This design comes from an exercise in tuning for small area, a short achievable clock period and few clock cycles per item on the open sky130 flow, not from production work.

## word_tokenizer_fnv1a_hasher_top
module word_tokenizer_fnv1a_hasher_top #(
  parameter int unsigned LENGTH_WIDTH = wtok_pkg::LENGTH_WIDTH_DEF
) (
  input  logic   clk,
  input  logic   rst,
  input  logic   byte_valid,
  output logic   byte_ready,
  input  wtok_pkg::byte_t  byte_data,
  output logic   token_valid,
  input  logic   token_ready,
  output wtok_pkg::token_t token_data
);
==> module word_tokenizer_fnv1a_hasher_top, before the edit <==
module word_tokenizer_fnv1a_hasher_top #(
  parameter int unsigned LENGTH_WIDTH = wtok_pkg::LENGTH_WIDTH_DEF
) (
  input  logic   clk,
  input  logic   rst,
  input  logic   byte_valid,
  output logic   byte_ready,
  input  wtok_pkg::byte_t  byte_data,
  output logic   token_valid,
  input  logic   token_ready,
  output wtok_pkg::token_t token_data
);
  localparam logic [1:0] C_NONE = 2'd0;
  localparam logic [1:0] C_WORD = 2'd1;
  localparam logic [1:0] C_LF   = 2'd2;
  localparam logic [1:0] C_END  = 2'd3;
  logic [1:0]  ib_cls;
  logic [6:0]  xlo_r;       
  logic        ib_b7;
  logic                    in_word;
  logic [31:0]             hash_r;
  logic [LENGTH_WIDTH-1:0] len_r;
  logic                    last_r;
  logic [1:0]  e_pre;
  logic        w_own;
  logic        e_post;
  logic        rdy_nt;
  logic        rdy_t;
  logic        e_front;
  logic        take;
  logic        ok;
  logic        hash_upd;
  logic        word_end;
  logic        byte_xfer;
  logic        in_space;
  logic [1:0]  in_cls;
  logic [31:0] hash_sel;
  logic [31:0] mix_in;
  logic [31:0] mix_out;
  logic [31:0] mixed;
  logic [1:0]  ib_cls_n;
  logic        in_word_n;
  logic [1:0]  e_pre_n;
  logic        w_own_n;
  logic        e_post_n;
  logic        ok_nt_n;
  logic        ok_t_n;
  logic [6:0]  in_low;
  logic [6:0]  hlo_n;
  logic [6:0]  xlo_n;
  assign e_front     = (e_pre != 2'd0);
  assign token_valid = e_front || w_own;
  assign take        = token_valid && token_ready;
  assign token_data.word_hash   = e_front ? EOS_HASH : hash_r;
  assign token_data.word_length = e_front ? EOS_LENGTH : 16'(len_r);
  assign token_data.is_eos      = e_front;
  assign token_data.last        = e_front || last_r;
  assign byte_ready = rdy_nt || (token_ready && rdy_t);
  assign byte_xfer  = byte_valid && byte_ready;
  wtok_room u_room (
    .cls(ib_cls), .in_word(in_word), .e_pre(e_pre), .w_own(w_own),
    .e_post(e_post), .take(take), .ok(ok)
  );
  always_comb begin
    hash_upd = (ib_cls == C_WORD) && ok;
    word_end = ok && in_word && ib_cls[1];
    in_space = (byte_data.data_byte == CHR_SP)  || (byte_data.data_byte == CHR_LF) ||
               (byte_data.data_byte == CHR_CR)  || (byte_data.data_byte == CHR_TAB) ||
               (byte_data.data_byte == CHR_VT)  || (byte_data.data_byte == CHR_FF) ||
               (byte_data.data_byte == CHR_NUL);
    if (byte_data.end_of_input)                 in_cls = C_END;
    else if (byte_data.data_byte == CHR_LF)     in_cls = C_LF;
    else if (in_space)                          in_cls = C_END;
    else                                        in_cls = C_WORD;
    if (byte_xfer)   ib_cls_n = in_cls;
    else if (ok)     ib_cls_n = C_NONE;
    else             ib_cls_n = ib_cls;
    e_pre_n   = e_pre;
    w_own_n   = w_own;
    e_post_n  = e_post;
    in_word_n = in_word;
    if (take) begin
      if (e_front) begin
        e_pre_n = e_pre - 2'd1;
      end else begin
        w_own_n  = 1'b0;
        e_pre_n  = {1'b0, e_post};
        e_post_n = 1'b0;
      end
    end
    if (ok) begin
      case (ib_cls)
        C_WORD: in_word_n = 1'b1;
        C_LF: begin
          in_word_n = 1'b0;
          if (in_word) begin
            w_own_n  = 1'b1;
            e_post_n = 1'b1;
          end else if (w_own_n) begin
            e_post_n = 1'b1;
          end else begin
            e_pre_n  = e_pre_n + 2'd1;
          end
        end
        C_END: begin
          in_word_n = 1'b0;
          if (in_word) w_own_n = 1'b1;
        end
        default: ;
      endcase
    end
    hash_sel = in_word ? hash_r : FNV_BASIS;
    mix_in   = {hash_sel[31:7], xlo_r};
    mixed    = mix_out ^ {32{ib_b7}};
    in_low   = byte_data.data_byte[6:0] ^ {7{byte_data.data_byte[7]}};
    hlo_n    = hash_upd ? mixed[6:0] : hash_r[6:0];
    xlo_n    = (in_word_n ? hlo_n : FNV_BASIS[6:0]) ^ in_low;
  end
  fnv_mul u_mul (.x(mix_in), .e(ib_b7), .y(mix_out));
  wtok_room u_room_nt (
    .cls(ib_cls_n), .in_word(in_word_n), .e_pre(e_pre_n), .w_own(w_own_n),
    .e_post(e_post_n), .take(1'b0), .ok(ok_nt_n)
  );
  wtok_room u_room_t (
    .cls(ib_cls_n), .in_word(in_word_n), .e_pre(e_pre_n), .w_own(w_own_n),
    .e_post(e_post_n), .take(1'b1), .ok(ok_t_n)
  );
  always_ff @(posedge clk) begin
    if (rst) begin
      ib_cls  <= C_NONE;
      in_word <= 1'b0;
      e_pre   <= 2'd0;
      w_own   <= 1'b0;
      e_post  <= 1'b0;
      rdy_nt  <= 1'b1;
      rdy_t   <= 1'b1;
    end else begin
      ib_cls  <= ib_cls_n;
      in_word <= in_word_n;
      e_pre   <= e_pre_n;
      w_own   <= w_own_n;
      e_post  <= e_post_n;
      rdy_nt  <= (ib_cls_n == C_NONE) || ok_nt_n;
      rdy_t   <= (ib_cls_n == C_NONE) || ((e_pre_n != 2'd0 || w_own_n) && ok_t_n);
    end
  end
  always_ff @(posedge clk) begin
    if (byte_xfer) begin
      xlo_r  <= xlo_n;
      ib_b7  <= byte_data.data_byte[7];
    end
  end
  always_ff @(posedge clk) begin
    if (hash_upd) begin
      hash_r <= mixed;
      if (!in_word) begin
        len_r <= LENGTH_WIDTH'(1);
      end else if (len_r != '1) begin
        len_r <= len_r + LENGTH_WIDTH'(1);
      end
    end
    if (word_end) begin
      last_r <= (ib_cls == C_END);
    end
  end
endmodule
Settings: LEC_CHECK=0, CAP_MARGIN=20, CORE_MARGIN=2, CORE_UTILIZATION=40, SETUP_SLACK_MARGIN=2.5, SLEW_MARGIN=20; clock period 6.5 ns.
run.sh (not shown) runs the stock make flow with config.mk's settings and CLKGATE_MAP_FILE= SYNTH_SCRIPT=/design/flow/synth_recipe.tcl, a recipe that flattens the netlist after the stock synthesis.
==> next run, changes <==
--- a/flow/design.v
+++ b/flow/design.v
@@ -78,8 +78,9 @@
   localparam logic [1:0] C_WORD = 2'd1;
   localparam logic [1:0] C_LF   = 2'd2;
   localparam logic [1:0] C_END  = 2'd3;
   logic [1:0]  ib_cls;
+  logic [6:0]  ib_low;      
   logic [6:0]  xlo_r;       
   logic        ib_b7;
   logic                    in_word;
   logic [31:0]             hash_r;
@@ -109,8 +110,9 @@
   logic        e_post_n;
   logic        ok_nt_n;
   logic        ok_t_n;
   logic [6:0]  in_low;
+  logic [6:0]  ib_low_n;
   logic [6:0]  hlo_n;
   logic [6:0]  xlo_n;
   assign e_front     = (e_pre != 2'd0);
   assign token_valid = e_front || w_own;
@@ -176,10 +178,11 @@
     hash_sel = in_word ? hash_r : FNV_BASIS;
     mix_in   = {hash_sel[31:7], xlo_r};
     mixed    = mix_out ^ {32{ib_b7}};
     in_low   = byte_data.data_byte[6:0] ^ {7{byte_data.data_byte[7]}};
+    ib_low_n = byte_xfer ? in_low : ib_low;
     hlo_n    = hash_upd ? mixed[6:0] : hash_r[6:0];
-    xlo_n    = (in_word_n ? hlo_n : FNV_BASIS[6:0]) ^ in_low;
+    xlo_n    = (in_word_n ? hlo_n : FNV_BASIS[6:0]) ^ ib_low_n;
   end
   fnv_mul u_mul (.x(mix_in), .e(ib_b7), .y(mix_out));
   wtok_room u_room_nt (
     .cls(ib_cls_n), .in_word(in_word_n), .e_pre(e_pre_n), .w_own(w_own_n),
@@ -209,13 +212,16 @@
     end
   end
   always_ff @(posedge clk) begin
     if (byte_xfer) begin
-      xlo_r  <= xlo_n;
+      ib_low <= in_low;
       ib_b7  <= byte_data.data_byte[7];
     end
   end
   always_ff @(posedge clk) begin
+    xlo_r <= xlo_n;
+  end
+  always_ff @(posedge clk) begin
     if (hash_upd) begin
       hash_r <= mixed;
       if (!in_word) begin
         len_r <= LENGTH_WIDTH'(1);
Effect:
- area after synthesis is higher by a few percent
- design area rose by a few percent
- routed wire length increases by a few percent
- die area rose by a few percent
- register-to-register slack improved by 140 ps
- first-iteration DRC count climbs by a little under a tenth
Function was not checked in any run of this note: the RTL went through the layout flow alone.

-- re-timing with driven ports --
No port has a modelled driver above. Below, the same layouts with a new extraction and two added sets of constraints. Step 1: set_driving_cell puts a clkbuf_16 on clk and a buf_2 on each other input, an assumption about the parent block. Step 2 also shifts input and output timing later by t, the mid clock arrival at the registers, as if the neighbouring blocks saw the same clock. Slacks: ideal ports / drivers / drivers and shift; pairs: ideal ports / drivers.
| run | shift t [ns] | setup WS [ns] | clock arrival spread, ns | slew at the worst register clock pin (ns) | pins driven straight from the clock port |
|---|---|---|---|---|---|
| the first run | 0.377 | 2.297 / 2.297 / 2.297 | 0.010 / 0.010 | 0.06 / 0.06 | 1 |
| the second run | 0.392 | 2.441 / 2.441 / 2.441 | 0.012 / 0.012 | 0.07 / 0.07 | 1 |
After both steps setup and hold are still met in every run listed.
